Source: an optimization exercise on an open RTL-to-GDS flow (aim: small area). Production flows keep margins and buffers that such runs may drop.
In this exercise RTL edits were held to simulation tests only and were not proved equivalent to the original.
Power and IR drop assume default switching activity. The clock port is modelled as an ideal driver; clocking choices that lean on that would not hold on a real chip.

==> flow/design.v <==
package led_scan_pkg;
    localparam int N_ROWS = 16;
    localparam int N_COLS = 16;
    typedef logic [N_ROWS-1:0][N_COLS-1:0] pixel_frame_t;
    typedef enum logic {
        S_BLANK = 1'b0,
        S_DRIVE = 1'b1
    } scan_state_e;
    function automatic int unsigned max_u(input int unsigned a, input int unsigned b);
        max_u = (a > b) ? a : b;
    endfunction
endpackage
import led_scan_pkg::*;
module led_frame_buffer
(
    input  logic              clk,
    input  logic              RST,
    input  logic [led_scan_pkg::N_ROWS-1:0][led_scan_pkg::N_COLS-1:0] red_i,
    input  logic [led_scan_pkg::N_ROWS-1:0][led_scan_pkg::N_COLS-1:0] grn_i,
    input  logic              valid_i,
    output logic              ready_o,
    input  logic              swap_i,
    input  logic [3:0]        row_idx_i,
    output logic              shown_o,
    output logic [led_scan_pkg::N_COLS-1:0] red_row_o,
    output logic [led_scan_pkg::N_COLS-1:0] grn_row_o
);
    localparam int NR = led_scan_pkg::N_ROWS;
    localparam int NC = led_scan_pkg::N_COLS;
    logic [NR-1:0][NC-1:0] staging_red_q;
    logic [NR-1:0][NC-1:0] staging_grn_q;
    logic [NR-1:0][NC-1:0] shadow_red_q;
    logic [NR-1:0][NC-1:0] shadow_grn_q;
    logic [NC-1:0] row_red_q;
    logic [NC-1:0] row_grn_q;
    logic [3:0]   staging_tap_q;
    logic [3:0]   shadow_tap_q;
    logic         pending_q;
    logic         shown_q;
    logic         fill_q;
    logic         even_inv_q;
    logic         odd_inv_q;
    logic         staging_inv;
    logic         capture;
    logic         load;
    logic         fill;
    assign capture     = !RST && valid_i && !pending_q;
    assign load        = swap_i && pending_q;
    assign fill        = load || fill_q;
    assign staging_inv = !staging_tap_q[0];
    always_ff @(posedge clk) begin
        if (RST) begin
            pending_q <= 1'b0;
            shown_q   <= 1'b0;
        end else if (capture) begin
            pending_q <= 1'b1;
        end else if (load) begin
            pending_q <= 1'b0;
            shown_q   <= 1'b1;
        end
    end
    always_ff @(posedge clk) begin
        if (capture) begin
            staging_red_q <= ~red_i;
            staging_grn_q <= ~grn_i;
        end else begin
            staging_red_q <= ~{staging_red_q[0], staging_red_q[NR-1:1]};
            staging_grn_q <= ~{staging_grn_q[0], staging_grn_q[NR-1:1]};
        end
    end
    always_ff @(posedge clk) begin
        for (int r = 0; r < NR; r += 2) begin
            if (fill) begin
                shadow_red_q[r] <= ~staging_red_q[r];
                shadow_grn_q[r] <= ~staging_grn_q[r];
            end else begin
                shadow_red_q[r] <= ~shadow_red_q[r+1];
                shadow_grn_q[r] <= ~shadow_grn_q[r+1];
            end
        end
        for (int r = 1; r < NR; r += 2) begin
            shadow_red_q[r] <= shadow_red_q[(r+1) % NR];
            shadow_grn_q[r] <= shadow_grn_q[(r+1) % NR];
        end
    end
    always_ff @(posedge clk) begin
        fill_q     <= load;
        even_inv_q <= fill ? !staging_inv : !odd_inv_q;
        odd_inv_q  <= even_inv_q;
    end
    always_ff @(posedge clk) begin
        if (capture) staging_tap_q <= 4'd0;
        else         staging_tap_q <= staging_tap_q + 4'd1;
        if (load)    shadow_tap_q  <= staging_tap_q;
        else         shadow_tap_q  <= shadow_tap_q + 4'd1;
    end
    always_ff @(posedge clk) begin
        if (shadow_tap_q == row_idx_i) begin
            row_red_q <= shadow_red_q[0] ^ {NC{even_inv_q}};
            row_grn_q <= shadow_grn_q[0] ^ {NC{even_inv_q}};
        end
    end
    assign ready_o   = !pending_q;
    assign shown_o   = shown_q;
    assign red_row_o = row_red_q;
    assign grn_row_o = row_grn_q;
endmodule
import led_scan_pkg::*;
module led_matrix_scanner
#(
    parameter int unsigned DWELL_CYCLES = 2048,
    parameter int unsigned BLANK_CYCLES = 16
) (
    input  logic                 clk,
    input  logic                 RST,
    input  logic                 enable,
    input  logic [led_scan_pkg::N_ROWS*led_scan_pkg::N_COLS-1:0] RedPixels,
    input  logic [led_scan_pkg::N_ROWS*led_scan_pkg::N_COLS-1:0] GrnPixels,
    input  logic                 frame_valid,
    output logic                 frame_ready,
    output logic [led_scan_pkg::N_ROWS-1:0] row_sel,
    output logic [3:0]           row_idx,
    output logic [led_scan_pkg::N_COLS-1:0] red_col,
    output logic [led_scan_pkg::N_COLS-1:0] grn_col,
    output logic                 frame_start
);
    localparam int unsigned SLOT  = BLANK_CYCLES + DWELL_CYCLES;
    localparam int unsigned POS_W = $clog2(SLOT);
    localparam logic [POS_W-1:0] POS_LAST  = POS_W'(SLOT - 1);
    localparam logic [POS_W-1:0] POS_DRIVE = POS_W'(BLANK_CYCLES);
    logic [POS_W-1:0]   pos_q;
    logic [3:0]         row_q;
    logic               driving;
    logic               slot_done;
    logic               swap;
    logic [N_COLS-1:0]  red_row;
    logic [N_COLS-1:0]  grn_row;
    logic               shown;
    assign slot_done = (pos_q & POS_LAST) == POS_LAST;
    assign driving   = pos_q >= POS_DRIVE;
    assign swap      = enable && slot_done && (row_q == 4'd15);
    always_ff @(posedge clk) begin
        if (RST) begin
            pos_q <= '0;
            row_q <= '0;
        end else if (!enable) begin
            pos_q <= '0;
        end else if (slot_done) begin
            pos_q <= '0;
            row_q <= row_q + 4'd1;
        end else begin
            pos_q <= pos_q + POS_W'(1);
        end
    end
    led_frame_buffer u_frame_buffer (
        .clk       (clk),
        .RST       (RST),
        .red_i     (RedPixels),
        .grn_i     (GrnPixels),
        .valid_i   (frame_valid),
        .ready_o   (frame_ready),
        .swap_i    (swap),
        .row_idx_i (row_q),
        .shown_o   (shown),
        .red_row_o (red_row),
        .grn_row_o (grn_row)
    );
    always_comb begin
        row_sel     = '0;
        red_col     = '0;
        grn_col     = '0;
        frame_start = 1'b0;
        if (driving) begin
            row_sel     = N_ROWS'(1) << row_q;
            red_col     = shown ? red_row : '0;
            grn_col     = shown ? grn_row : '0;
            frame_start = (pos_q == POS_DRIVE) && (row_q == 4'd0);
        end
    end
    assign row_idx = row_q;
endmodule
==> flow/flow/run.sh <==
#!/bin/bash
# Own layout flow: the standard synthesis, then an area re-map of the combinational logic
# (registers untouched), then the standard layout with port buffers of the smallest buffer.
set -euo pipefail
W=$PWD
F=$W/flow
R=$W/orfs/results/$FLOW_PLATFORM/led_matrix_scanner/base
LIB=$FLOW_HOME/platforms/$FLOW_PLATFORM/lib/sky130_fd_sc_hd__tt_025C_1v80.lib
YOSYS=$FLOW_HOME/../tools/install/yosys/bin/yosys

bash standard.sh synth > $W/log_synth.txt 2>&1

cp $R/1_2_yosys.v $W/std_1_2_yosys.v
DU=""
for c in $(sed -n '/DONT_USE_CELLS/,/^$/p' $FLOW_HOME/platforms/$FLOW_PLATFORM/config.mk | tr -d '\\' | grep -o 'sky130_fd_sc_hd__[A-Za-z0-9_]*'); do
  DU="$DU -dont_use $c"
done
sed -e "s#@LIB@#$LIB#g" -e "s#@IN@#$W/std_1_2_yosys.v#" -e "s#@OUT@#$W/remap.v#" \
    -e "s#@TOP@#$FLOW_TOP#g" -e "s#@DONTUSE@#$DU#" -e "s#@SCRIPT@#$F/abc_area.script#" \
    $F/remap.ys > $W/remap.ys
$YOSYS -s $W/remap.ys > $W/log_remap.txt 2>&1
cp $W/remap.v $R/1_2_yosys.v
rm -f $R/1_synth.odb $R/1_synth.sdc

CTS="-sink_clustering_enable -repair_clock_nets -dont_use_dummy_load -buf_list sky130_fd_sc_hd__clkbuf_8 -sink_clustering_size 20 -sink_clustering_max_diameter 50"
bash standard.sh "BUFFER_PORTS_ARGS=-buffer_cell sky130_fd_sc_hd__buf_1" "CTS_ARGS=$CTS" finish > $W/log_layout.txt 2>&1
==> flow/flow/abc_area.script <==
strash
dch
amap
topo
==> flow/flow/remap.ys <==
# Re-map the combinational logic of the standard synthesis netlist for area. The registers
# (and tie cells) stay the very same instances; only the logic between them is re-mapped.
read_liberty -ignore_miss_func @LIB@
read_verilog @IN@
hierarchy -top @TOP@
setattr -mod -set keep_hierarchy 1 sky130_fd_sc_hd__df* sky130_fd_sc_hd__edf* sky130_fd_sc_hd__sdf* sky130_fd_sc_hd__dl* sky130_fd_sc_hd__conb_1
flatten -wb
opt_clean -purge
delete t:$scopeinfo
stat
abc -liberty @LIB@ @DONTUSE@ -script @SCRIPT@
opt_clean -purge
stat -liberty @LIB@
select @TOP@
write_verilog -selected -noattr -noexpr -nohex -nodec @OUT@
==> flow/standard.sh <==
#!/bin/bash
# synth_recipe.tcl (not shown) runs the flow's synth.tcl, then flattens the netlist and writes it again
# the make line also repeats each setting of config.mk as NAME=value (left out here)
make -C /OpenROAD-flow-scripts/flow DESIGN_CONFIG=/design/flow/config.mk WORK_HOME=/design/flow/orfs CLKGATE_MAP_FILE= SYNTH_SCRIPT=/design/flow/synth_recipe.tcl "${@:-finish}"
==> flow/config.mk <==
export PLATFORM = sky130hd
export DESIGN_NAME = led_matrix_scanner
export DESIGN_NICKNAME = led_matrix_scanner
export VERILOG_FILES = /design/flow/design.v
export SDC_FILE = /design/flow/constraint.sdc
export NUM_CORES = 4
export LEC_CHECK = 0
export CAP_MARGIN = 20
export CORE_MARGIN = 2
export CORE_UTILIZATION = 70
export SLEW_MARGIN = 20
==> flow/constraint.sdc <==
create_clock -name core_clock -period 6.0 [get_ports {clk}]
set_input_delay 1.2000 -clock core_clock [delete_from_list [all_inputs] [get_ports {clk}]]
set_output_delay 1.2000 -clock core_clock [all_outputs]
set_load 0.01 [all_outputs]
==> results of run 1 <==
## final timing paths
kind | startpoint | end | cells past startpoint
worst max register to register | pos_q[0] | u_frame_buffer.shadow_red_q[72] | 13
worst max-delay path | pos_q[0] | u_frame_buffer.shadow_red_q[72] | 13
worst min-delay path | u_frame_buffer.shadow_grn_q[234] | u_frame_buffer.shadow_grn_q[218] | 0
worst min register to register | u_frame_buffer.shadow_grn_q[234] | u_frame_buffer.shadow_grn_q[218] | 0
## where the power goes
part           total (mW)  switching, mW  internal [mW]
Clock                2.89           1.97          0.914
Combinational       0.742          0.339          0.403
Sequential           8.26          0.363           7.90
Total                11.9           2.67           9.22
## worst max-delay path, delay by kind of cell (launching register included)
kind,cells,cell delay (ns)
AO/OA/AOI/OAI,1,0.14
buffers and inverters,4,1.67
flip-flops,1,0.35
AND/OR/NAND/NOR,8,1.29
## per-layer routing
layer | vias up | global-route usage
met5 | - | 0
met4 | 10 | 0.137
met3 | 162 | 0.0687
met2 | 732 | 0.500
met1 | 9280 | 0.408
li1 | 9298 | -
## sequential cells by signal, indices dropped and copies added, names as in the netlist
register,flops
u_frame_buffer.shadow_grn_q,256
u_frame_buffer.shadow_red_q,256
u_frame_buffer.staging_grn_q,256
u_frame_buffer.staging_red_q,256
u_frame_buffer.row_grn_q,16
u_frame_buffer.row_red_q,16
pos_q,12
row_q,4
u_frame_buffer.shadow_tap_q,4
u_frame_buffer.staging_tap_q,4
u_frame_buffer.even_inv_q,1
u_frame_buffer.fill_q,1
u_frame_buffer.odd_inv_q,1
u_frame_buffer.pending_q,1
u_frame_buffer.shown_q,1
## per-stage QoR
step | hold slack, ns | instances | utilization
CTS | 0.309 | 3248 | 0.805
floorplan | 0.310 | 2078 | -
detailed placement | 0.312 | 3187 | 0.784
global route | 0.315 | 3254 | 0.805
finish | 0.309 | 3261 | 0.806
global placement | 0.310 | 3187 | 0.784
## layout by cell type (no fill, tap or decap), types with 2 or more instances in the layout
master and instances:
buf_12 7, nor2_4 2, clkbuf_8 61, o21ai_0 4, nor3_1 11, nand2_1 13
nand4_1 2, inv_8 2, dfxtp_1 1052, nor2_1 70, a211oi_1 8, clkinv_1 19
nand3_1 3, nor2b_1 33, edfxtp_1 32, diode_2 13, buf_4 8, o22ai_1 774
and3_1 2, buf_1 569, or3_1 5, a21oi_1 34
## layout make-up
| type | count | area [um^2] | area share |
|---|---|---|---|
| Sequential cell | 1085 | 22000 | 0.692 |
| Multi-Input combinational cell | 972 | 5870 | 0.184 |
| Timing Repair Buffer | 584 | 2340 | 0.0733 |
| Clock buffer | 61 | 840 | 0.0263 |
| Tap cell | 525 | 657 | 0.0206 |
| Inverter | 21 | 93.8 | 0.00294 |
| Antenna cell | 13 | 32.5 | 0.00102 |
==> key figures, run 1 <==
Place
  – Count of buffers from port buffering: 569
  – Hpwl dp: 44200 um
  – Worst slack at placement: 1.96 ns
  – Routability congestion estimate: 0.858
  – Post-Place Cell Area: 0.0310 mm^2

Clock network
  – Clk slew on worst S/H paths: 0.12 ns
  – Clk buf depth: 3
  – Cts bufs inserted: 61
  – Setup Fix Bufs, Post-CTS: 0
  – Resized Gates After CTS: 0
  – H-tree depth: 2
  – Clock tree from TritonCTS: yes
  – Clock Sinks: 1085
  – Post-CTS Hold Fix Bufs: 0
  – CTS root buf: clkbuf_8
  – Clock Latency Late Sink: 0.70 ns

STA
  – Tcrit/Tclk final: 0.619
  – RSZ-0062 raised after global routing: no
  – Min cycle time layout: 3.71 ns
  – Final setup fails: 0
  – Max Fclk: 269 MHz
  – Relative slew slack: 0.364
  – Setup_tns: 0 ns
  – Final Hold Viols: 0
  – Setup Skew: 0.0607 ns
  – Slew Viols, Final: 0
  – Setup ws final: 2.29 ns
  – Slew @ Worst Pin: 0.953 ns

Synth
  – Synth Cell Area: 0.0279 mm^2
  – Synth warn: 2
  – Synthesized Nets: 2594
  – Syn avg cell area: 13.4 um^2
  – Post-Syn Instances: 2078

Die
  – Io pins: 570
  – Cell row count: 73
  – Core ar.: 0.0395 mm^2
  – Die ar.: 0.0415 mm^2
  – Die Span Y: 204 um
  – Effective utilization at floorplan: 0.706
  – Die width: 204 um

Hold path
  – Hold WC Path Type: reg2reg

Critical path
  – Slowest cell delay on critical path: 0.66 ns
  – Worst Setup Start Kind: flop
  – WP data arrival: 4.27 ns
  – Max FO, Critical Path: 175
  – Critical Path Slowest Stage Cell: inv_8
  – R2R setup slack: 2.29 ns
  – Cell Chain, Critical Path: and2_0 -> nand2_1 -> nor2_1 -> nand3_1 -> nor2_1 -> nand2_1 -> nor4_1 -> buf_4 -> nor2_4 -> buf_12 -> inv_8 -> buf_4 -> o22ai_1
  – CP required: 6.55 ns
  – Crit. End Element: flop
  – Worst Setup Path Type: reg2reg

Run
  – Max Cap Violations: 0

Power and ir drop
  – Max IR drop VDD: 0.288 mV
  – Tot Pwr: 11.9 mW
  – Lkg Pwr: 11.9 nW
  – PwrDens: 373 mW/mm^2

Final layout
  – Area Overhead vs Synth: 14.1%
  – Final net count: 3241
  – FILL cells: 2474
  – Layout cells sized above 1: 0.0308
  – Final Cell Area: 0.0319 mm^2

Global routing
  – Vias in the first global route: 18.7k
  – Antenna violations before repair: 17
  – Total GRT Usage: 0.311
  – Largest net degree at the start of global routing: 194
  – First-pass GRT wire length: 100000 um
  – Gr ovfl total: 0

Drt
  – DR pass1 iterations: 5
  – Met1 WL: 27400 um
  – Via density: 5.97
  – WL met3: 5090 um
  – Wire per inst: 20.4 um
  – Drt total wl: 66600 um
  – Met2 WL: 31400 um
  – Top Layer Used: met5
  – Post-DRT Antenna Nets: 0
  – Vias post-DR: 19.5k
  – Initial DRC Count: 1537
  – Final routed DRC violation total: 0

Run status
  – Status: complete, no violations
==> run 2: changes to the inputs <==
--- a/flow/design.v
+++ b/flow/design.v
@@ -95,14 +95,18 @@
         else         shadow_tap_q  <= shadow_tap_q + 4'd1;
     end
+    logic tap_at_0;
+    logic tap_at_2;
+    assign tap_at_0 = shadow_tap_q == row_idx_i;
+    assign tap_at_2 = shadow_tap_q + 4'd2 == row_idx_i;
     always_ff @(posedge clk) begin
-        if (shadow_tap_q == row_idx_i) begin
-            row_red_q <= shadow_red_q[0] ^ {NC{even_inv_q}};
-            row_grn_q <= shadow_grn_q[0] ^ {NC{even_inv_q}};
+        if (!even_inv_q && (tap_at_0 || tap_at_2)) begin
+            row_red_q <= ~(tap_at_2 ? shadow_red_q[2] : shadow_red_q[0]);
+            row_grn_q <= ~(tap_at_2 ? shadow_grn_q[2] : shadow_grn_q[0]);
         end
     end
     assign ready_o   = !pending_q;
     assign shown_o   = shown_q;
-    assign red_row_o = row_red_q;
-    assign grn_row_o = row_grn_q;
+    assign red_row_o = ~row_red_q;
+    assign grn_row_o = ~row_grn_q;
 endmodule
 import led_scan_pkg::*;
--- a/flow/flow/run.sh
+++ b/flow/flow/run.sh
@@ -23,4 +23,4 @@
 rm -f $R/1_synth.odb $R/1_synth.sdc
 
-CTS="-sink_clustering_enable -repair_clock_nets -dont_use_dummy_load -buf_list sky130_fd_sc_hd__clkbuf_8 -sink_clustering_size 20 -sink_clustering_max_diameter 50"
+CTS="-sink_clustering_enable -repair_clock_nets -dont_use_dummy_load -buf_list sky130_fd_sc_hd__clkbuf_8 -sink_clustering_size 18 -sink_clustering_max_diameter 50"
 bash standard.sh "BUFFER_PORTS_ARGS=-buffer_cell sky130_fd_sc_hd__buf_1" "CTS_ARGS=$CTS" finish > $W/log_layout.txt 2>&1
--- a/flow/config.mk
+++ b/flow/config.mk
@@ -6,6 +6,6 @@
 export NUM_CORES = 4
 export LEC_CHECK = 0
-export CAP_MARGIN = 20
+export CAP_MARGIN = 0
 export CORE_MARGIN = 2
 export CORE_UTILIZATION = 70
-export SLEW_MARGIN = 20
+export SLEW_MARGIN = 0
==> run 2 against run 1 <==
- still clean
- sequential share of layout area shrank 0.16 points
- synthesized area shrank 0.41%
- routed wire length grew 3.2%
- flip-flop and latch count is the same
- critical path depth shrank 3
- clock-buffer cell count grew 10
- clock skew grew 0.0045 ns
- power grew 1.5%
- global-route usage grew 1.1 points
- critical path type unchanged
- critical endpoint is now u_frame_buffer.row_grn_q[13]
==> key figures, run 2 <==
Drt
  – Vias post-DR: 19.6k (+0.81%)
  – Drt total wl: 68700 um (+3.2%)
  – Via density: 6.02 (+0.74%)
  – Final routed DRC violation total: 0 (unchanged)
  – Initial DRC Count: 1754 (+14%)
  – Wire per inst: 21.1 um (+3.2%)
  – DR pass1 iterations: 5 (unchanged)
  – Post-DRT Antenna Nets: 0 (unchanged)

Power and ir drop
  – Clock share of power: 0.256 (+0.013)
  – P_int: 9.36 mW (+1.6%)
  – Net Sw Power: 2.70 mW (+1.1%)
  – Logic pwr share: 0.061 (about the same)
  – Tot Pwr: 12.1 mW (+1.5%)
  – Max IR drop VDD: 0.328 mV (+14%)
  – PwrDens: 378 mW/mm^2 (+1.2%)
  – Sw frac: 0.224 (-0.000842)
  – Lkg Pwr: 12.0 nW (+0.90%)
  – Power share of the sequential group: 0.683 (-0.012)

Global routing
  – First-pass GRT wire length: 103000 um (+3.0%)
  – Largest net degree at the start of global routing: 258 (+33%)
  – Gr ovfl total: 0 (unchanged)
  – Total GRT Usage: 0.322 (+0.0115)
  – Antenna violations before repair: 26 (+9)
  – Vias in the first global route: 19.0k (+1.6%)

Hold path
  – Hold WC Path Type: reg2reg
  – Worst hold path depth: 0 (unchanged)
  – Hold path start: u_frame_buffer.shadow_red_q[130]
  – Worst Hold Endpoint: u_frame_buffer.shadow_red_q[114]

Synth
  – Syn avg cell area: 13.5 um^2 (+0.71%)
  – Synth Cell Area: 0.0278 mm^2 (-0.41%)
  – Synth warn: 2 (unchanged)
  – Post-Syn Instances: 2055 (-1.1%)
  – Synthesized Nets: 2571 (-0.89%)

Clock network
  – Clk buf depth: 3 (unchanged)
  – H-tree depth: 3 (+1)
  – Resized Gates After CTS: 0 (unchanged)
  – Setup Fix Bufs, Post-CTS: 0 (unchanged)
  – Post-CTS Hold Fix Bufs: 0 (unchanged)
  – Clock Sinks: 1085 (unchanged)
  – CTS root buf: clkbuf_8
  – Clock Latency Late Sink: 0.67 ns (-0.03 ns)
  – Cts bufs inserted: 71 (+16%)
  – Clock tree from TritonCTS: yes
  – Clk slew on worst S/H paths: 0.10 ns (-0.02 ns)

Critical path
  – Slowest cell delay on critical path: 0.60 ns (-0.06 ns)
  – Max FO, Critical Path: 33 (-81%)
  – FF-to-FF End: u_frame_buffer.row_grn_q[13]
  – Cell Chain, Critical Path: clkinv_1 -> o21ai_0 -> nor2_1 -> a2111oi_0 -> o211ai_1 -> buf_4 -> inv_2 -> nor2_1 -> nor2_4 -> buf_4
  – Worst Setup Path Type: reg2reg
  – CP Buf/Inv Count: 4 (unchanged)
  – R2R setup slack: 2.02 ns (-0.27 ns)
  – Critical Path Slowest Stage Cell: inv_2
  – CP delay by family, top: buffers and inverters
  – Crit. End Element: flop
  – Worst Setup Start Kind: flop
  – CP required: 6.29 ns (-0.26 ns)
  – WP data arrival: 4.27 ns (about the same)
  – Reg2Reg Launch Point: row_q[3]
  – R2R depth: 10 (-3)

Die
  – Cell row count: 73 (unchanged)
  – Effective utilization at floorplan: 0.705 (-0.00125)
  – Io pins: 570 (unchanged)
  – Die Span Y: 203 um (-0.20%)
  – Die width: 203 um (-0.20%)
  – Die ar.: 0.0414 mm^2 (-0.40%)
  – Core ar.: 0.0395 mm^2 (-0.23%)

STA
  – Hold Slack: 0.284 ns (-0.0250 ns)
  – Final setup fails: 0 (unchanged)
  – Min cycle time layout: 3.98 ns (+0.270 ns)
  – Slew @ Worst Pin: 1.19 ns (+0.239 ns)
  – Setup Skew: 0.0652 ns (+0.00447 ns)
  – Tcrit/Tclk final: 0.664 (+0.0450)
  – RSZ-0062 raised after global routing: no
  – Relative slew slack: 0.205 (-0.159)
  – Max Fclk: 251 MHz (-6.8%)
  – Slew Viols, Final: 0 (unchanged)
  – Setup_tns: 0 ns (unchanged)
  – Final Hold Viols: 0 (unchanged)

Place
  – Placed insts: 3163 (-0.75%)
  – Routability congestion estimate: 0.908 (+5.8%)
  – Count of buffers from port buffering: 569 (unchanged)
  – Hpwl dp: 45500 um (+2.9%)

Final layout
  – Area Overhead vs Synth: 14.8%
  – Multi-input gate area: 0.00576 mm^2 (-1.8%)
  – Non-Filler Instances: 3263 (+0.061%)
  – Layout cells sized above 1: 0.0354 (+0.00459)
  – Sequential cell area: 0.0220 mm^2 (about the same)
  – FILL cells: 2450 (-0.97%)
  – Final net count: 3227 (-0.43%)
  – Leading cell types in the layout, fill and taps excluded: 1053 x dfxtp_1, 807 x o22ai_1, 569 x buf_1, 71 x clkbuf_8, 70 x nor2_1
  – Commonest non-fill, non-tap cell in the layout: dfxtp_1

Run status
  – Status: complete, no violations

Run
  – Max Cap Violations: 0 (unchanged)
-- run 2: cell types whose count changed in the layout (fill, tap and decap cells not counted), sizes merged, moves of 3 or more --
| cell | delta |
|---|---|
| clkbuf | +10 |
| diode | +16 |
| clkinv | +3 |
| o22ai | +33 |
| nand3 | +3 |
| nor2b | -33 |
| a21oi | -32 |
-- run 2: power by group through the flow --
stage | clock, mW | sequential (mW) | combinational, mW
after floorplan | 0 | 8.24 | 0.505
after global placement | 0 | 8.37 | 0.678
after detailed placement | 0 | 8.39 | 0.723
after CTS | 3.12 | 8.23 | 0.728
after global routing | 3.38 | 8.30 | 0.805
final | 3.09 | 8.24 | 0.735
-- run 2: final cells by class --
class                           instances  area share
Timing Repair Buffer                  583      0.0725
Antenna cell                           29     0.00227
Inverter                               25     0.00356
Multi-Input combinational cell        945       0.180
Sequential cell                      1085       0.690
Clock buffer                           71      0.0306
Tap cell                              525      0.0206
-- run 2: how the worst max path moves through the flow --
stage | end | from | cells after the start | slack, ns
6_report | u_frame_buffer.row_grn_q[13] | row_q[3] | 10 | 2.02
5_1_grt | u_frame_buffer.row_grn_q[13] | row_q[3] | 10 | 1.70
4_1_cts | u_frame_buffer.row_grn_q[13] | row_q[3] | 10 | 2.06
3_5_place_dp | u_frame_buffer.staging_grn_q[171] | RST | 6 | 1.89
3_3_place_gp | u_frame_buffer.staging_grn_q[107] | RST | 6 | 2.04
2_1_floorplan | u_frame_buffer.staging_tap_q[3] | frame_valid | 3 | -8.01
-- run 2: worst register-to-register path, delay by kind of cell, from the launching register on --
family,cells,cell delay (ns)
AO/OA/AOI/OAI,3,0.86
buffers and inverters,4,1.61
AND/OR/NAND/NOR,3,0.71
flip-flops,1,0.49
-- run 2: metrics by stage --
step	utilization	cell area [um^2]	setup slack [ns]
floorplan	-	27900	-8.01
global placement	0.783	30900	2.04
detailed placement	0.783	30900	1.89
CTS	0.808	31900	2.06
global route	0.809	31900	1.70
finish	0.809	31900	2.02
-- run 2: per-layer routing --
metal  wire length [um]  global-route usage  part of all wire  up-vias
met1              28200               0.417              0.41     9404
met2              32600               0.518              0.47      751
met4               3050               0.154             0.044        6
li1                   -                   -                 -     9310
met3               4900              0.0735             0.071      168
met5                 46                   0           0.00067        -
==> run 3: changes to the inputs <==
--- a/flow/config.mk
+++ b/flow/config.mk
@@ -6,6 +6,6 @@
 export NUM_CORES = 4
 export LEC_CHECK = 0
-export CAP_MARGIN = 0
+export CAP_MARGIN = 20
 export CORE_MARGIN = 2
 export CORE_UTILIZATION = 70
-export SLEW_MARGIN = 0
+export SLEW_MARGIN = 20
==> run 3 against run 2 <==
- power is essentially flat
- clock skew increased by 0.00098 ns
- cell area about the same
- die area did not move
- non-clock buffer count is 1 higher
- sequential share of layout area down 0.065 points
- synthesized area stayed put
- core utilization increased by 0.076 points
- register-to-register slack worse by 0.03 ns
- hold slack got worse by 0.0014 ns
- routed wire length about the same
- largest cell class unchanged
- largest power group unchanged
==> key figures, run 3 <==
Critical path
  – Max FO, Critical Path: 33 (unchanged)
  – Crit. End Element: flop
  – Cell Chain, Critical Path: clkinv_1 -> o21ai_0 -> nor2_1 -> a2111oi_0 -> o211ai_1 -> buf_4 -> inv_2 -> nor2_1 -> nor2_4 -> buf_4
  – Slowest cell delay on critical path: 0.60 ns (about the same)
  – WP data arrival: 4.30 ns (+0.03 ns)
  – Critical Path Slowest Stage Cell: inv_2
  – Worst Setup Path Type: reg2reg
  – Worst Setup Start Kind: flop
  – CP Buf/Inv Count: 4 (unchanged)
  – CP required: 6.29 ns (about the same)
  – CP delay by family, top: buffers and inverters

STA
  – Slew Viols, Final: 0 (unchanged)
  – Setup Skew: 0.0662 ns (+0.000977 ns)
  – Setup_tns: 0 ns (unchanged)
  – Tcrit/Tclk final: 0.669 (+0.00453)
  – Slew @ Worst Pin: 1.10 ns (-0.0907 ns)
  – Min cycle time layout: 4.01 ns (+0.0272 ns)
  – Hold Slack: 0.282 ns (-0.00141 ns)
  – Max Fclk: 249 MHz (-0.68%)
  – Relative slew slack: 0.266 (+0.0604)
  – RSZ-0062 raised after global routing: no
  – Final setup fails: 0 (unchanged)
  – Final Hold Viols: 0 (unchanged)

Clock network
  – CTS root buf: clkbuf_8
  – Clock tree from TritonCTS: yes
  – Clock Latency Late Sink: 0.67 ns (about the same)
  – Resized Gates After CTS: 0 (unchanged)
  – Setup Fix Bufs, Post-CTS: 0 (unchanged)
  – Clock Sinks: 1085 (unchanged)
  – Clk slew on worst S/H paths: 0.10 ns (about the same)
  – Cts bufs inserted: 71 (unchanged)
  – Post-CTS Hold Fix Bufs: 0 (unchanged)
  – H-tree depth: 3 (unchanged)
  – Clk buf depth: 3 (unchanged)

Synth
  – Synth Cell Area: 0.0278 mm^2 (unchanged)
  – Synthesized Nets: 2571 (unchanged)
  – Post-Syn Instances: 2055 (unchanged)
  – Synth warn: 2 (unchanged)
  – Syn avg cell area: 13.5 um^2 (unchanged)

Global routing
  – Gr ovfl total: 0 (unchanged)
  – Largest net degree at the start of global routing: 258 (unchanged)
  – M3 GR Usage: 0.0735 (unchanged)
  – Vias in the first global route: 19.0k (unchanged)
  – Busiest grt layer: met2
  – First-pass GRT wire length: 103000 um (unchanged)
  – Total GRT Usage: 0.322 (unchanged)
  – Met1 usage: 0.417 (unchanged)
  – GR met2 Demand/Resource: 0.518 (unchanged)
  – Antenna violations before repair: 26 (unchanged)

Power and ir drop
  – Max IR drop VDD: 0.329 mV (+0.40%)
  – PwrDens: 378 mW/mm^2 (about the same)
  – Lkg Pwr: 12.0 nW (+0.12%)

Die
  – Die ar.: 0.0414 mm^2 (unchanged)
  – Core ar.: 0.0395 mm^2 (unchanged)
  – Effective utilization at floorplan: 0.705 (unchanged)
  – Cell row count: 73 (unchanged)
  – Die Span Y: 203 um (unchanged)
  – Die width: 203 um (unchanged)
  – Io pins: 570 (unchanged)

Run status
  – Status: complete, no violations

Drt
  – Final routed DRC violation total: 0 (unchanged)
  – Via density: 6.00 (-0.32%)
  – DR pass1 iterations: 5 (unchanged)
  – Drt total wl: 68700 um (about the same)
  – Vias post-DR: 19.6k (-0.25%)
  – Post-DRT Antenna Nets: 0 (unchanged)
  – Wire per inst: 21.1 um (about the same)
  – Initial DRC Count: 1761 (+0.40%)

Final layout
  – Layout cells sized above 1: 0.0358 (+0.000356)
  – Multi-input gate area: 0.00576 mm^2 (unchanged)
  – Sequential cell area: 0.0220 mm^2 (unchanged)
  – Leading cell types in the layout, fill and taps excluded: 1053 x dfxtp_1, 807 x o22ai_1, 569 x buf_1, 71 x clkbuf_8, 70 x nor2_1
  – Final Cell Area: 0.0320 mm^2 (about the same)
  – Fin util: 0.810 (about the same)
  – Area Overhead vs Synth: 14.9% (about the same)
  – Commonest non-fill, non-tap cell in the layout: dfxtp_1
  – FILL cells: 2448 (-0.082%)
  – Final net count: 3228 (+0.031%)

Hold path
  – Hold WC Path Type: reg2reg

Place
  – Hpwl dp: 45500 um (unchanged)
  – Routability congestion estimate: 0.908 (unchanged)
  – Count of buffers from port buffering: 569 (unchanged)
  – Post-Place Cell Area: 0.0309 mm^2 (unchanged)

Run
  – Max Cap Violations: 0 (unchanged)
==> run 3: metrics by stage <==
stage	power (mW)	std cells	setup slack, ns
finish	12.1	3265	1.99
detailed placement	9.12	3163	1.89
global placement	9.05	3163	2.04
global route	12.5	3255	1.64
CTS	12.1	3234	2.06
floorplan	8.75	2055	-8.01
==> run 3: layout make-up <==
type,count,area share
Timing Repair Buffer,584,0.0733
Multi-Input combinational cell,945,0.180
Antenna cell,30,0.00235
Tap cell,525,0.0205
Clock buffer,71,0.0306
Sequential cell,1085,0.689
Inverter,25,0.00356
==> run 3: where the power goes <==
group	switching [mW]	total (mW)	internal, mW	leakage [nW]
sequential	0.346	8.24	7.89	9.16
combinational	0.335	0.735	0.400	2.36
clock	2.03	3.10	1.07	0.511
total	2.71	12.1	9.36	12.0
==> run 3: worst register-to-register path: cells and delay by family (launching register included) <==
| kind | cells | cell delay, ns |
|---|---|---|
| AOI/OAI and AO/OA | 3 | 0.89 |
| buffers and inverters | 4 | 1.61 |
| DFF | 1 | 0.49 |
| and+or+nand+nor | 3 | 0.71 |
==> run 3: worst paths after layout <==
kind / start / endpoint / slack [ns] / depth (start not counted)
max: row_q[3] / u_frame_buffer.row_grn_q[13] / 1.99 / 10
min: u_frame_buffer.shadow_red_q[130] / u_frame_buffer.shadow_red_q[114] / 0.28 / 0
max reg2reg: row_q[3] / u_frame_buffer.row_grn_q[13] / 1.99 / 10
min reg2reg: u_frame_buffer.shadow_red_q[130] / u_frame_buffer.shadow_red_q[114] / 0.28 / 0
==> run 3: metal layers <==
layer | part of all wire | up-vias
li1 | - | 9310
met1 | 0.41 | 9377
met2 | 0.47 | 733
met3 | 0.073 | 163
met4 | 0.045 | 6
met5 | 0.00067 | -
==> run 4: changes to the inputs <==
--- a/flow/flow/run.sh
+++ b/flow/flow/run.sh
@@ -23,4 +23,4 @@
 rm -f $R/1_synth.odb $R/1_synth.sdc
 
-CTS="-sink_clustering_enable -repair_clock_nets -dont_use_dummy_load -buf_list sky130_fd_sc_hd__clkbuf_8 -sink_clustering_size 18 -sink_clustering_max_diameter 50"
+CTS="-sink_clustering_enable -repair_clock_nets -dont_use_dummy_load -buf_list sky130_fd_sc_hd__clkbuf_8 -sink_clustering_size 18 -sink_clustering_max_diameter 45"
 bash standard.sh "BUFFER_PORTS_ARGS=-buffer_cell sky130_fd_sc_hd__buf_1" "CTS_ARGS=$CTS" finish > $W/log_layout.txt 2>&1
--- a/flow/config.mk
+++ b/flow/config.mk
@@ -8,4 +8,4 @@
 export CAP_MARGIN = 20
 export CORE_MARGIN = 2
-export CORE_UTILIZATION = 70
+export CORE_UTILIZATION = 75
 export SLEW_MARGIN = 20
==> run 4 against run 3 <==
- sequential share of layout area up 0.12 points
- first-iteration DRC count down 20%
- clock-buffer cell count up 1
- critical endpoint is now u_frame_buffer.row_red_q[0]
- highest routed layer unchanged
==> key figures, run 4 <==
Critical path
  – Crit. End Element: flop
  – R2R setup slack: 2.10 ns (+0.11 ns)
  – Slowest cell delay on critical path: 0.66 ns (+0.06 ns)
  – WP data arrival: 4.16 ns (-0.14 ns)
  – FF-to-FF End: u_frame_buffer.row_red_q[0]
  – R2R depth: 10 (unchanged)
  – Reg2Reg Launch Point: row_q[3]
  – Worst Setup Path Type: reg2reg
  – CP required: 6.26 ns (-0.03 ns)
  – Worst Setup Start Kind: flop
  – Max FO, Critical Path: 33 (unchanged)
  – Critical Path Slowest Stage Cell: inv_2
  – Cell Chain, Critical Path: clkinv_1 -> o21ai_0 -> nor2_1 -> a2111oi_0 -> o211ai_1 -> buf_4 -> inv_2 -> nor2_1 -> nor2_4 -> buf_4

Place
  – Routability congestion estimate: 0.862 (-5.0%)
  – Placed insts: 3108 (-1.7%)
  – Count of buffers from port buffering: 569 (unchanged)
  – Worst slack at placement: 2.02 ns (+0.133 ns)
  – Hpwl dp: 46600 um (+2.4%)
  – Post-Place Cell Area: 0.0308 mm^2 (-0.22%)

Power and ir drop
  – Tot Pwr: 12.1 mW (+0.37%)
  – Max IR drop VDD: 0.307 mV (-6.6%)
  – PwrDens: 380 mW/mm^2 (+0.55%)
  – Lkg Pwr: 12.0 nW (about the same)

Clock network
  – H-tree depth: 3 (unchanged)
  – Clk slew on worst S/H paths: 0.10 ns (about the same)
  – Resized Gates After CTS: 0 (unchanged)
  – Cts bufs inserted: 72 (+1.4%)
  – Clk buf depth: 3 (unchanged)
  – Setup Fix Bufs, Post-CTS: 0 (unchanged)
  – CTS root buf: clkbuf_8
  – Clock tree from TritonCTS: yes
  – Post-CTS Hold Fix Bufs: 0 (unchanged)
  – Clock Latency Late Sink: 0.67 ns (about the same)
  – Clock Sinks: 1085 (unchanged)

STA
  – RSZ-0062 raised after global routing: no
  – Setup ws final: 2.10 ns (+0.108 ns)
  – Tcrit/Tclk final: 0.651 (-0.0180)
  – Relative slew slack: 0.272 (+0.00639)
  – Setup_tns: 0 ns (unchanged)
  – Slew Viols, Final: 0 (unchanged)
  – Final Hold Viols: 0 (unchanged)
  – Final setup fails: 0 (unchanged)
  – Max Fclk: 256 MHz (+2.8%)
  – Slew @ Worst Pin: 1.09 ns (-0.00959 ns)
  – Min cycle time layout: 3.90 ns (-0.108 ns)
  – Setup Skew: 0.0691 ns (+0.00296 ns)

Drt
  – Wire per inst: 22.2 um (+5.3%)
  – Post-DRT Antenna Nets: 0 (unchanged)
  – Drt total wl: 71300 um (+3.7%)
  – Vias post-DR: 20.1k (+2.4%)
  – Final routed DRC violation total: 0 (unchanged)
  – Initial DRC Count: 1405 (-20%)
  – Via density: 6.23 (+3.9%)
  – DR pass1 iterations: 7 (+2)

Final layout
  – Non-Filler Instances: 3217 (-1.5%)
  – Layout cells sized above 1: 0.0365 (+0.000711)
  – Commonest non-fill, non-tap cell in the layout: dfxtp_1
  – Final Cell Area: 0.0319 mm^2 (-0.18%)
  – Leading cell types in the layout, fill and taps excluded: 1053 x dfxtp_1, 807 x o22ai_1, 569 x buf_1, 72 x clkbuf_8, 70 x nor2_1
  – Final net count: 3230 (+0.062%)
  – Area Overhead vs Synth: 14.7%

Synth
  – Synth Cell Area: 0.0278 mm^2 (unchanged)
  – Synth warn: 2 (unchanged)
  – Syn avg cell area: 13.5 um^2 (unchanged)
  – Post-Syn Instances: 2055 (unchanged)
  – Synthesized Nets: 2571 (unchanged)

Run
  – Max Cap Violations: 0 (unchanged)

Die
  – Effective utilization at floorplan: 0.760 (+0.0549)
  – Core ar.: 0.0366 mm^2 (-7.2%)
  – Cell row count: 70 (-4.1%)
  – Die width: 197 um (-3.3%)
  – Die ar.: 0.0387 mm^2 (-6.5%)
  – Io pins: 570 (unchanged)
  – Die Span Y: 197 um (-3.3%)

Global routing
  – Antenna violations before repair: 37 (+42%)
  – Gr ovfl total: 0 (unchanged)
  – First-pass GRT wire length: 106000 um (+2.3%)
  – Total GRT Usage: 0.356 (+0.0333)
  – Vias in the first global route: 19.4k (+2.3%)
  – Largest net degree at the start of global routing: 203 (-21%)

Hold path
  – Worst hold path depth: 0 (unchanged)
  – Worst Hold Endpoint: u_frame_buffer.shadow_grn_q[52]
  – Hold WC Path Type: reg2reg
  – Hold path start: u_frame_buffer.shadow_grn_q[68]

Run status
  – Status: complete, no violations
-- run 4: worst max-delay path by stage --
stage	start	endpoint	slack (ns)	depth (start not counted)
2_1_floorplan	frame_valid	u_frame_buffer.staging_tap_q[3]	-8.01	3
3_3_place_gp	enable	u_frame_buffer.shadow_red_q[37]	2.15	9
3_5_place_dp	enable	u_frame_buffer.shadow_grn_q[194]	2.02	9
4_1_cts	row_q[3]	u_frame_buffer.row_grn_q[11]	2.13	10
5_1_grt	row_q[3]	u_frame_buffer.row_red_q[0]	1.84	10
6_report	row_q[3]	u_frame_buffer.row_red_q[0]	2.10	10
-- run 4: per-stage QoR --
| stage | util | hold WS [ns] |
|---|---|---|
| floorplan | - | 0.310 |
| CTS | 0.869 | 0.302 |
| finish | 0.872 | 0.308 |
| detailed placement | 0.842 | 0.312 |
| global route | 0.871 | 0.312 |
| global placement | 0.842 | 0.310 |
-- run 4: layout make-up --
type                    count  area, um^2
well taps                 468         586
multi-input cells         945        5760
flip-flops and latches   1085       22000
clock buffers              72         991
diodes                     37        92.6
repair buffers            585        2330
fillers                  1843        4700
inverters                  25         114
-- run 4: power breakdown --
group          internal (mW)  switching [mW]
sequential              7.89           0.353
combinational          0.400           0.354
clock                   1.09            2.03
-- run 4: critical path: cells and delay by family (launching register included) --
kind            cells  cell delay, ns
buf+inv             4            1.73
simple gates        3            0.40
flops               1            0.51
compound gates      3            0.87
-- run 4: layer usage --
layer	GRT usage	routed length [um]	vias up
li1	-	-	9336
met1	0.454	28200	9587
met2	0.566	33800	920
met3	0.0820	5440	202
met4	0.201	3770	8
met5	0	57	-
==> run 5: changes to the inputs <==
--- a/flow/flow/run.sh
+++ b/flow/flow/run.sh
@@ -23,4 +23,4 @@
 rm -f $R/1_synth.odb $R/1_synth.sdc
 
-CTS="-sink_clustering_enable -repair_clock_nets -dont_use_dummy_load -buf_list sky130_fd_sc_hd__clkbuf_8 -sink_clustering_size 18 -sink_clustering_max_diameter 45"
+CTS="-sink_clustering_enable -repair_clock_nets -dont_use_dummy_load -buf_list sky130_fd_sc_hd__clkbuf_16 -sink_clustering_size 34 -sink_clustering_max_diameter 60"
 bash standard.sh "BUFFER_PORTS_ARGS=-buffer_cell sky130_fd_sc_hd__buf_1" "CTS_ARGS=$CTS" finish > $W/log_layout.txt 2>&1
--- a/flow/config.mk
+++ b/flow/config.mk
@@ -8,4 +8,4 @@
 export CAP_MARGIN = 20
 export CORE_MARGIN = 2
-export CORE_UTILIZATION = 75
+export CORE_UTILIZATION = 70
 export SLEW_MARGIN = 20
==> run 5 against run 4 <==
- highest routed layer unchanged
- still clean
- non-clock buffer count down 1
- clock skew down 0.010 ns
- core utilization down 5.9 points
- critical endpoint is now u_frame_buffer.row_grn_q[5]
- maximum frequency down 1.2%
- sequential share of layout area down 0.34 points
- critical path depth unchanged
==> key figures, run 5 <==
Drt
  – DR pass1 iterations: 6 (-1)
  – Final routed DRC violation total: 0 (unchanged)
  – Vias post-DR: 19.6k (-2.4%)
  – Post-DRT Antenna Nets: 0 (unchanged)
  – Drt total wl: 69200 um (-2.9%)
  – Via density: 6.05 (-3.0%)
  – Initial DRC Count: 1693 (+20%)
  – Wire per inst: 21.4 um (-3.5%)

Global routing
  – Gr ovfl total: 0 (unchanged)
  – First-pass GRT wire length: 103000 um (-2.4%)
  – Vias in the first global route: 18.9k (-2.5%)
  – Total GRT Usage: 0.323 (-0.0330)
  – Largest net degree at the start of global routing: 258 (+27%)
  – Antenna violations before repair: 29 (-22%)

Run
  – Max Cap Violations: 0 (unchanged)

Critical path
  – CP required: 6.28 ns (+0.02 ns)
  – Crit. End Element: flop
  – WP data arrival: 4.23 ns (+0.07 ns)
  – Worst Setup Start Kind: flop
  – Cell Chain, Critical Path: clkinv_1 -> o21ai_0 -> nor2_1 -> a2111oi_0 -> o211ai_1 -> buf_4 -> inv_2 -> nor2_1 -> nor2_4 -> buf_4
  – CP Buf/Inv Count: 4 (unchanged)
  – CP delay by family, top: buffers and inverters
  – Slowest cell delay on critical path: 0.62 ns (-0.04 ns)
  – Critical Path Slowest Stage Cell: inv_2
  – Worst Setup Path Type: reg2reg
  – Max FO, Critical Path: 33 (unchanged)

STA
  – Final setup fails: 0 (unchanged)
  – Setup ws final: 2.05 ns (-0.0485 ns)
  – Slew @ Worst Pin: 1.20 ns (+0.111 ns)
  – Setup_tns: 0 ns (unchanged)
  – Final Hold Viols: 0 (unchanged)
  – Min cycle time layout: 3.95 ns (+0.0485 ns)
  – Tcrit/Tclk final: 0.659 (+0.00809)
  – RSZ-0062 raised after global routing: no
  – Hold Slack: 0.292 ns (-0.0152 ns)
  – Setup Skew: 0.0587 ns (-0.0104 ns)
  – Max Fclk: 253 MHz (-1.2%)
  – Relative slew slack: 0.198 (-0.0740)
  – Slew Viols, Final: 0 (unchanged)

Die
  – Cell row count: 73 (+4.3%)
  – Die Span Y: 203 um (+3.4%)
  – Die ar.: 0.0414 mm^2 (+7.0%)
  – Effective utilization at floorplan: 0.705 (-0.0549)
  – Core ar.: 0.0395 mm^2 (+7.8%)
  – Die width: 203 um (+3.4%)
  – Io pins: 570 (unchanged)

Final layout
  – FILL cells: 2416 (+31%)
  – Layout cells sized above 1: 0.0257 (-0.0108)
  – Commonest non-fill, non-tap cell in the layout: dfxtp_1
  – Final net count: 3200 (-0.93%)
  – Area Overhead vs Synth: 15.3%
  – Leading cell types in the layout, fill and taps excluded: 1053 x dfxtp_1, 807 x o22ai_1, 569 x buf_1, 70 x nor2_1, 43 x clkbuf_16

Run status
  – Status: complete, no violations

Clock network
  – Resized Gates After CTS: 0 (unchanged)
  – Clk buf depth: 3 (unchanged)
  – Clock Latency Late Sink: 0.61 ns (-0.06 ns)
  – H-tree depth: 2 (-1)
  – Clock Sinks: 1085 (unchanged)
  – Clk slew on worst S/H paths: 0.12 ns (+0.02 ns)
  – Cts bufs inserted: 43 (-40%)
  – Setup Fix Bufs, Post-CTS: 0 (unchanged)
  – Clock tree from TritonCTS: yes
  – Post-CTS Hold Fix Bufs: 0 (unchanged)
  – CTS root buf: clkbuf_16

Power and ir drop
  – Tot Pwr: 12.3 mW (+1.4%)
  – Lkg Pwr: 12.1 nW (+0.21%)
  – Max IR drop VDD: 0.321 mV (+4.3%)
  – PwrDens: 383 mW/mm^2 (+0.94%)

Place
  – Routability congestion estimate: 0.908 (+5.3%)
  – Count of buffers from port buffering: 569 (unchanged)
  – Worst slack at placement: 1.89 ns (-0.133 ns)
  – Hpwl dp: 45500 um (-2.4%)

Hold path
  – Hold WC Path Type: reg2reg

Synth
  – Synthesized Nets: 2571 (unchanged)
  – Synth Cell Area: 0.0278 mm^2 (unchanged)
  – Post-Syn Instances: 2055 (unchanged)
  – Syn avg cell area: 13.5 um^2 (unchanged)
  – Synth warn: 2 (unchanged)
==> run 5: changes by cell type in the layout (fill, tap and decap cells not counted), sizes merged <==
cell	delta
clkbuf	-29
buf	-1
diode	-6
==> run 5: final timing paths <==
path | from | end | slack (ns) | depth (start not counted)
setup / recovery | row_q[3] | u_frame_buffer.row_grn_q[5] | 2.05 | 10
hold / removal | u_frame_buffer.shadow_red_q[130] | u_frame_buffer.shadow_red_q[114] | 0.29 | 0
setup reg to reg | row_q[3] | u_frame_buffer.row_grn_q[5] | 2.05 | 10
hold reg to reg | u_frame_buffer.shadow_red_q[130] | u_frame_buffer.shadow_red_q[114] | 0.29 | 0
==> run 5: cell type report <==
| class | instances | area (um^2) | area share |
|---|---|---|---|
| Multi-Input combinational cell | 945 | 5760 | 0.180 |
| Clock buffer | 43 | 1080 | 0.0336 |
| Tap cell | 525 | 657 | 0.0205 |
| Timing Repair Buffer | 584 | 2340 | 0.0731 |
| Inverter | 25 | 114 | 0.00355 |
| Antenna cell | 31 | 77.6 | 0.00242 |
| Sequential cell | 1085 | 22000 | 0.687 |
==> run 5: metal layers <==
metal,track usage,part of all wire,vias up
met5,0,0.00087,-
li1,-,-,9262
met4,0.161,0.046,8
met1,0.419,0.41,9430
met2,0.524,0.48,720
met3,0.0604,0.067,156
==> run 5: stage by stage <==
stage                     cells   util  instance area [um^2]
after CTS                  3206  0.810                 32000
after floorplan            2055      -                 27900
final                      3238  0.813                 32100
after global placement     3163  0.783                 30900
after detailed placement   3163  0.783                 30900
after global routing       3230  0.812                 32100
==> run 5: power by group <==
| group | leakage (nW) | switching, mW | internal, mW |
|---|---|---|---|
| clock network | 0.530 | 2.01 | 1.30 |
| logic | 2.36 | 0.338 | 0.400 |
| registers | 9.16 | 0.348 | 7.89 |
==> run 6: changes to the inputs <==
--- a/flow/flow/run.sh
+++ b/flow/flow/run.sh
@@ -23,4 +23,4 @@
 rm -f $R/1_synth.odb $R/1_synth.sdc
 
-CTS="-sink_clustering_enable -repair_clock_nets -dont_use_dummy_load -buf_list sky130_fd_sc_hd__clkbuf_16 -sink_clustering_size 34 -sink_clustering_max_diameter 60"
+CTS="-sink_clustering_enable -repair_clock_nets -dont_use_dummy_load -buf_list sky130_fd_sc_hd__clkbuf_16 -sink_clustering_size 30 -sink_clustering_max_diameter 55"
 bash standard.sh "BUFFER_PORTS_ARGS=-buffer_cell sky130_fd_sc_hd__buf_1" "CTS_ARGS=$CTS" finish > $W/log_layout.txt 2>&1
==> run 6 against run 5 <==
- core utilization rose by 0.39 points
- critical path depth unchanged
- maximum frequency shrank 0.50%
- highest routed layer unchanged
- via count grew 0.18%
- sequential share of layout area decreased by 0.33 points
- largest power group unchanged
- non-clock buffer count stayed put
- critical endpoint is now u_frame_buffer.row_red_q[14]
- first-iteration DRC count fell by 3.9%
- synthesized cell count unchanged
- combinational power hardly changed
- global-route usage rose by 0.29 points
- still clean on timing, DRC and antenna
- clock skew decreased by 0.0045 ns
==> key figures, run 6 <==
STA
  – RSZ-0062 raised after global routing: no
  – Max Fclk: 252 MHz (-0.50%)
  – Final setup fails: 0 (unchanged)
  – Setup ws final: 2.03 ns (-0.0197 ns)
  – Slew @ Worst Pin: 1.13 ns (-0.0760 ns)
  – Min cycle time layout: 3.97 ns (+0.0197 ns)
  – Tcrit/Tclk final: 0.662 (+0.00328)
  – Final Hold Viols: 0 (unchanged)
  – Relative slew slack: 0.249 (+0.0507)
  – Setup Skew: 0.0542 ns (-0.00451 ns)
  – Hold Slack: 0.301 ns (+0.00914 ns)
  – Slew Viols, Final: 0 (unchanged)

Die
  – Effective utilization at floorplan: 0.705 (unchanged)
  – Io pins: 570 (unchanged)
  – Die ar.: 0.0414 mm^2 (unchanged)
  – Cell row count: 73 (unchanged)
  – Core ar.: 0.0395 mm^2 (unchanged)
  – Die Span Y: 203 um (unchanged)
  – Die width: 203 um (unchanged)

Global routing
  – Total GRT Usage: 0.326 (+0.00287)
  – Gr ovfl total: 0 (unchanged)
  – Largest net degree at the start of global routing: 258 (unchanged)
  – Antenna violations before repair: 27 (-6.9%)
  – Vias in the first global route: 19.2k (+1.3%)
  – First-pass GRT wire length: 104000 um (+0.98%)

Critical path
  – Max FO, Critical Path: 33 (unchanged)
  – CP required: 6.26 ns (-0.02 ns)
  – WP data arrival: 4.24 ns (about the same)
  – R2R setup slack: 2.03 ns (-0.02 ns)
  – Crit. End Element: flop
  – Worst Setup Start Kind: flop
  – Worst Setup Path Type: reg2reg

Drt
  – Post-DRT Antenna Nets: 0 (unchanged)
  – Drt total wl: 69700 um (+0.73%)
  – Via density: 6.04 (about the same)
  – Vias post-DR: 19.6k (+0.18%)
  – Wire per inst: 21.5 um (+0.51%)
  – DR pass1 iterations: 7 (+1)
  – Initial DRC Count: 1627 (-3.9%)
  – Final routed DRC violation total: 0 (unchanged)

Place
  – Placed insts: 3163 (unchanged)
  – Hpwl dp: 45500 um (unchanged)
  – Count of buffers from port buffering: 569 (unchanged)
  – Worst slack at placement: 1.89 ns (unchanged)
  – Routability congestion estimate: 0.908 (unchanged)

Clock network
  – H-tree depth: 2 (unchanged)
  – Clock Latency Late Sink: 0.62 ns (about the same)
  – Setup Fix Bufs, Post-CTS: 0 (unchanged)
  – Clock Sinks: 1085 (unchanged)
  – Clk buf depth: 3 (unchanged)
  – Post-CTS Hold Fix Bufs: 0 (unchanged)
  – CTS root buf: clkbuf_16
  – Clk slew on worst S/H paths: 0.10 ns (-0.02 ns)
  – Cts bufs inserted: 49 (+14%)
  – Clock tree from TritonCTS: yes
  – Resized Gates After CTS: 0 (unchanged)

Final layout
  – Fin util: 0.817 (+0.00387)
  – Area Overhead vs Synth: 15.8%
  – Commonest non-fill, non-tap cell in the layout: dfxtp_1
  – FILL cells: 2372 (-1.8%)
  – Leading cell types in the layout, fill and taps excluded: 1053 x dfxtp_1, 807 x o22ai_1, 569 x buf_1, 70 x nor2_1, 49 x clkbuf_16
  – Final net count: 3206 (+0.19%)
  – Layout cells sized above 1: 0.0279 (+0.00217)
  – Non-Filler Instances: 3245 (+0.22%)

Power and ir drop
  – Lkg Pwr: 12.1 nW (+0.61%)
  – Max IR drop VDD: 0.319 mV (-0.58%)
  – PwrDens: 387 mW/mm^2 (+1.1%)
  – Tot Pwr: 12.5 mW (+1.6%)

Synth
  – Post-Syn Instances: 2055 (unchanged)
  – Synthesized Nets: 2571 (unchanged)
  – Synth Cell Area: 0.0278 mm^2 (unchanged)
  – Synth warn: 2 (unchanged)
  – Syn avg cell area: 13.5 um^2 (unchanged)

Hold path
  – Hold WC Path Type: reg2reg

Run status
  – Status: complete, no violations

Run
  – Max Cap Violations: 0 (unchanged)
==> run 6: area by class of cell <==
| class | instances | area [um^2] | area share |
|---|---|---|---|
| multi-input combinational | 945 | 5760 | 0.179 |
| timing repair buffer | 584 | 2340 | 0.0727 |
| clock buffer | 49 | 1230 | 0.0381 |
| tap | 525 | 657 | 0.0204 |
| inverter | 25 | 114 | 0.00353 |
| antenna | 32 | 80.1 | 0.00248 |
| sequential | 1085 | 22000 | 0.684 |
==> run 6: worst paths after layout <==
check | startpoint | endpoint | cells past startpoint
hold / removal | u_frame_buffer.shadow_grn_q[205] | u_frame_buffer.shadow_grn_q[189] | 0
setup / recovery | row_q[3] | u_frame_buffer.row_red_q[14] | 10
setup reg to reg | row_q[3] | u_frame_buffer.row_red_q[14] | 10
hold reg to reg | u_frame_buffer.shadow_grn_q[205] | u_frame_buffer.shadow_grn_q[189] | 0
==> run 6: metrics by stage <==
| step | instance area (um^2) | TNS, ns |
|---|---|---|
| after floorplan | 27900 | -5158.43 |
| after global placement | 30900 | 0 |
| after detailed placement | 30900 | 0 |
| after CTS | 32100 | 0 |
| after global routing | 32200 | 0 |
| final | 32200 | 0 |
==> run 6: per-layer routing <==
metal / part of all wire / global-route usage / routed length [um] / up-vias
met5: 0.00056 / 0 / 39 / -
met4: 0.047 / 0.175 / 3280 / 6
met3: 0.065 / 0.0655 / 4530 / 166
met2: 0.48 / 0.530 / 33500 / 717
met1: 0.41 / 0.413 / 28400 / 9447
li1: - / - / - / 9275
==> run 6: power by group <==
part,switching (mW),total [mW],internal [mW]
combinational,0.341,0.741,0.400
clock,2.04,3.50,1.46
sequential,0.350,8.24,7.89
==> run 6: critical path, stage by stage, from the launching register on <==
cell and delay [ns]:
dfxtp_1 0.48, clkinv_1 0.27, o21ai_0 0.37, nor2_1 0.06
a2111oi_0 0.34, o211ai_1 0.17, buf_4 0.31, inv_2 0.62
nor2_1 0.18, nor2_4 0.42, buf_4 0.40
==> run 7: changes to the inputs <==
--- a/flow/flow/run.sh
+++ b/flow/flow/run.sh
@@ -23,4 +23,4 @@
 rm -f $R/1_synth.odb $R/1_synth.sdc
 
-CTS="-sink_clustering_enable -repair_clock_nets -dont_use_dummy_load -buf_list sky130_fd_sc_hd__clkbuf_16 -sink_clustering_size 30 -sink_clustering_max_diameter 55"
+CTS="-sink_clustering_enable -repair_clock_nets -dont_use_dummy_load -buf_list sky130_fd_sc_hd__clkbuf_8 -sink_clustering_size 19 -sink_clustering_max_diameter 45"
 bash standard.sh "BUFFER_PORTS_ARGS=-buffer_cell sky130_fd_sc_hd__buf_1" "CTS_ARGS=$CTS" finish > $W/log_layout.txt 2>&1
--- a/flow/config.mk
+++ b/flow/config.mk
@@ -8,4 +8,4 @@
 export CAP_MARGIN = 20
 export CORE_MARGIN = 2
-export CORE_UTILIZATION = 70
+export CORE_UTILIZATION = 75
 export SLEW_MARGIN = 20
==> run 7 against run 6 <==
- still clean on timing, DRC and antenna
- critical path type unchanged
- hold slack improved by 0.0023 ns
- flip-flop and latch count did not move
- register-to-register slack barely moved
- core utilization rose by 5.4 points
- largest cell class unchanged
- sequential power barely moved
- routed wire length rose by 3.1%
- clock-buffer cell count rose by 22
- highest routed layer unchanged
- cell area fell by 1.0%
==> key figures, run 7 <==
Place
  – Routability congestion estimate: 0.862 (-5.0%)
  – Count of buffers from port buffering: 569 (unchanged)
  – Worst slack at placement: 2.02 ns (+0.133 ns)
  – Hpwl dp: 46600 um (+2.4%)

Clock network
  – Clock tree from TritonCTS: yes
  – Clk buf depth: 3 (unchanged)
  – Clk slew on worst S/H paths: 0.10 ns (about the same)
  – H-tree depth: 3 (+1)
  – Cts bufs inserted: 71 (+45%)
  – Resized Gates After CTS: 0 (unchanged)
  – Clock Latency Late Sink: 0.67 ns (+0.05 ns)
  – Post-CTS Hold Fix Bufs: 0 (unchanged)
  – CTS root buf: clkbuf_8
  – Clock Sinks: 1085 (unchanged)
  – Setup Fix Bufs, Post-CTS: 0 (unchanged)

Power and ir drop
  – Max IR drop VDD: 0.312 mV (-2.2%)
  – Lkg Pwr: 12.0 nW (-0.88%)
  – Tot Pwr: 12.1 mW (-3.0%)
  – PwrDens: 380 mW/mm^2 (-2.0%)

STA
  – Slew Viols, Final: 0 (unchanged)
  – Tcrit/Tclk final: 0.662 (about the same)
  – Setup ws final: 2.03 ns (-0.000220 ns)
  – Setup Skew: 0.0592 ns (+0.00501 ns)
  – Max Fclk: 252 MHz (about the same)
  – RSZ-0062 raised after global routing: no
  – Slew @ Worst Pin: 1.09 ns (-0.0398 ns)
  – Relative slew slack: 0.275 (+0.0265)
  – Final setup fails: 0 (unchanged)
  – Min cycle time layout: 3.97 ns (+0.000220 ns)
  – Final Hold Viols: 0 (unchanged)

Die
  – Io pins: 570 (unchanged)
  – Core ar.: 0.0366 mm^2 (-7.2%)
  – Die width: 197 um (-3.3%)
  – Die ar.: 0.0387 mm^2 (-6.5%)
  – Cell row count: 70 (-4.1%)
  – Effective utilization at floorplan: 0.760 (+0.0549)
  – Die Span Y: 197 um (-3.3%)

Global routing
  – Vias in the first global route: 19.5k (+1.6%)
  – Antenna violations before repair: 31 (+15%)
  – Gr ovfl total: 0 (unchanged)
  – Largest net degree at the start of global routing: 203 (-21%)
  – Total GRT Usage: 0.358 (+0.0323)
  – First-pass GRT wire length: 106000 um (+1.8%)

Synth
  – Post-Syn Instances: 2055 (unchanged)
  – Synthesized Nets: 2571 (unchanged)
  – Syn avg cell area: 13.5 um^2 (unchanged)
  – Synth warn: 2 (unchanged)
  – Synth Cell Area: 0.0278 mm^2 (unchanged)

Critical path
  – WP data arrival: 4.25 ns (about the same)
  – Reg2Reg Launch Point: row_q[3]
  – R2R setup slack: 2.03 ns (about the same)
  – Worst Setup Start Kind: flop
  – Max FO, Critical Path: 33 (unchanged)
  – FF-to-FF End: u_frame_buffer.row_red_q[2]
  – CP required: 6.27 ns (about the same)
  – R2R depth: 10 (unchanged)
  – Worst Setup Path Type: reg2reg
  – Crit. End Element: flop

Hold path
  – Worst hold path depth: 0 (unchanged)
  – Worst Hold Endpoint: u_frame_buffer.shadow_red_q[92]
  – Hold WC Path Type: reg2reg
  – Hold path start: u_frame_buffer.shadow_red_q[108]

Drt
  – Post-DRT Antenna Nets: 0 (unchanged)
  – Drt total wl: 71900 um (+3.1%)
  – Vias post-DR: 20.1k (+2.5%)
  – Via density: 6.26 (+3.6%)
  – Wire per inst: 22.4 um (+4.2%)
  – Final routed DRC violation total: 0 (unchanged)
  – DR pass1 iterations: 5 (-2)
  – Initial DRC Count: 1414 (-13%)

Final layout
  – Multi-input gate area: 0.00576 mm^2 (unchanged)
  – Sequential cell area: 0.0220 mm^2 (unchanged)
  – Leading cell types in the layout, fill and taps excluded: 1053 x dfxtp_1, 807 x o22ai_1, 569 x buf_1, 71 x clkbuf_8, 70 x nor2_1
  – Layout cells sized above 1: 0.0361 (+0.00825)
  – Commonest non-fill, non-tap cell in the layout: dfxtp_1
  – FILL cells: 1828 (-23%)
  – Area Overhead vs Synth: 14.6%
  – Final net count: 3229 (+0.72%)

Run
  – Max Cap Violations: 0 (unchanged)

Run status
  – Status: complete, no violations
## run 7: final cells by class
cell class / instances / share of cell area
tap: 468 / 0.0184
antenna: 32 / 0.00251
timing repair buffer: 585 / 0.0729
multi-input combinational: 945 / 0.181
clock buffer: 71 / 0.0306
inverter: 25 / 0.00357
sequential: 1085 / 0.691
## run 7: worst max-delay path: stages (launching register included)
cell       delay (ns)
dfxtp_1          0.50
clkinv_1         0.27
o21ai_0          0.38
nor2_1           0.10
a2111oi_0        0.36
o211ai_1         0.19
buf_4            0.34
inv_2            0.65
nor2_1           0.18
nor2_4           0.12
buf_4            0.50
## run 7: layer usage
layer / vias to the layer above / GRT usage / routed length (um)
met5: - / 0 / 66
met4: 10 / 0.190 / 3570
met3: 210 / 0.0816 / 5910
met2: 936 / 0.576 / 34400
met1: 9633 / 0.458 / 27900
li1: 9313 / - / -
## run 7: worst max path at each step
stage | startpoint | endpoint | slack (ns) | cells past startpoint
floorplan | frame_valid | u_frame_buffer.staging_tap_q[3] | -8.01 | 3
global placement | enable | u_frame_buffer.shadow_red_q[37] | 2.15 | 9
detailed placement | enable | u_frame_buffer.shadow_grn_q[194] | 2.02 | 9
CTS | row_q[3] | u_frame_buffer.row_red_q[2] | 2.04 | 10
global route | row_q[3] | u_frame_buffer.row_red_q[2] | 1.75 | 10
finish | row_q[3] | u_frame_buffer.row_red_q[2] | 2.03 | 10
## run 7: where the power goes
group / internal [mW] / leakage [nW] / total (mW) / switching, mW
sequential: 7.89 / 9.16 / 8.24 / 0.352
clock: 1.07 / 0.511 / 3.11 / 2.04
combinational: 0.400 / 2.35 / 0.753 / 0.353
total: 9.36 / 12.0 / 12.1 / 2.74
## run 7: through the flow
| stage | util | cell area, um^2 | TNS [ns] | hold WS (ns) | cells |
|---|---|---|---|---|---|
| 2_1_floorplan | - | 27900 | -5158.43 | 0.310 | 2055 |
| 3_3_place_gp | 0.842 | 30800 | 0 | 0.310 | 3108 |
| 3_5_place_dp | 0.842 | 30800 | 0 | 0.312 | 3108 |
| 4_1_cts | 0.869 | 31800 | 0 | 0.303 | 3179 |
| 5_1_grt | 0.870 | 31900 | 0 | 0.296 | 3202 |
| 6_report | 0.871 | 31900 | 0 | 0.304 | 3211 |

-- port drivers added, routing unchanged --
No port has a modelled driver above. Below, the same layouts with a new extraction and two added sets of constraints.
Step 1, drivers: a clkbuf_16 drives clk and a buf_2 each remaining input, both assumed.
Step 2 also shifts input and output timing later by t, the mid clock arrival at the registers, as if the neighbouring blocks saw the same clock.
Slacks: ideal ports / drivers / drivers and shift; pairs: ideal ports / drivers.
run	t, ns	slack for setup (ns)	worst setup path at the end	slew at the worst register clock pin (ns)
run 1	0.724	2.285 / 2.285 / 1.859	input to register	0.12 / 0.12
run 2	0.689	2.015 / 2.015 / 1.781	input to register	0.11 / 0.11
run 3	0.687	1.988 / 1.988 / 1.777	input to register	0.11 / 0.11
run 4	0.686	2.096 / 2.096 / 1.884	input to register	0.11 / 0.11
run 5	0.643	2.048 / 2.048 / 1.775	input to register	0.12 / 0.12
run 6	0.647	2.028 / 2.028 / 1.843	input to register	0.11 / 0.11
run 7	0.689	2.028 / 2.028 / 1.913	input to register	0.11 / 0.11
After both steps every run listed still meets setup and hold. For run 1, which loses most, drivers alone change the setup slack by 0.000 ns; drivers and shift together by -0.426 ns.
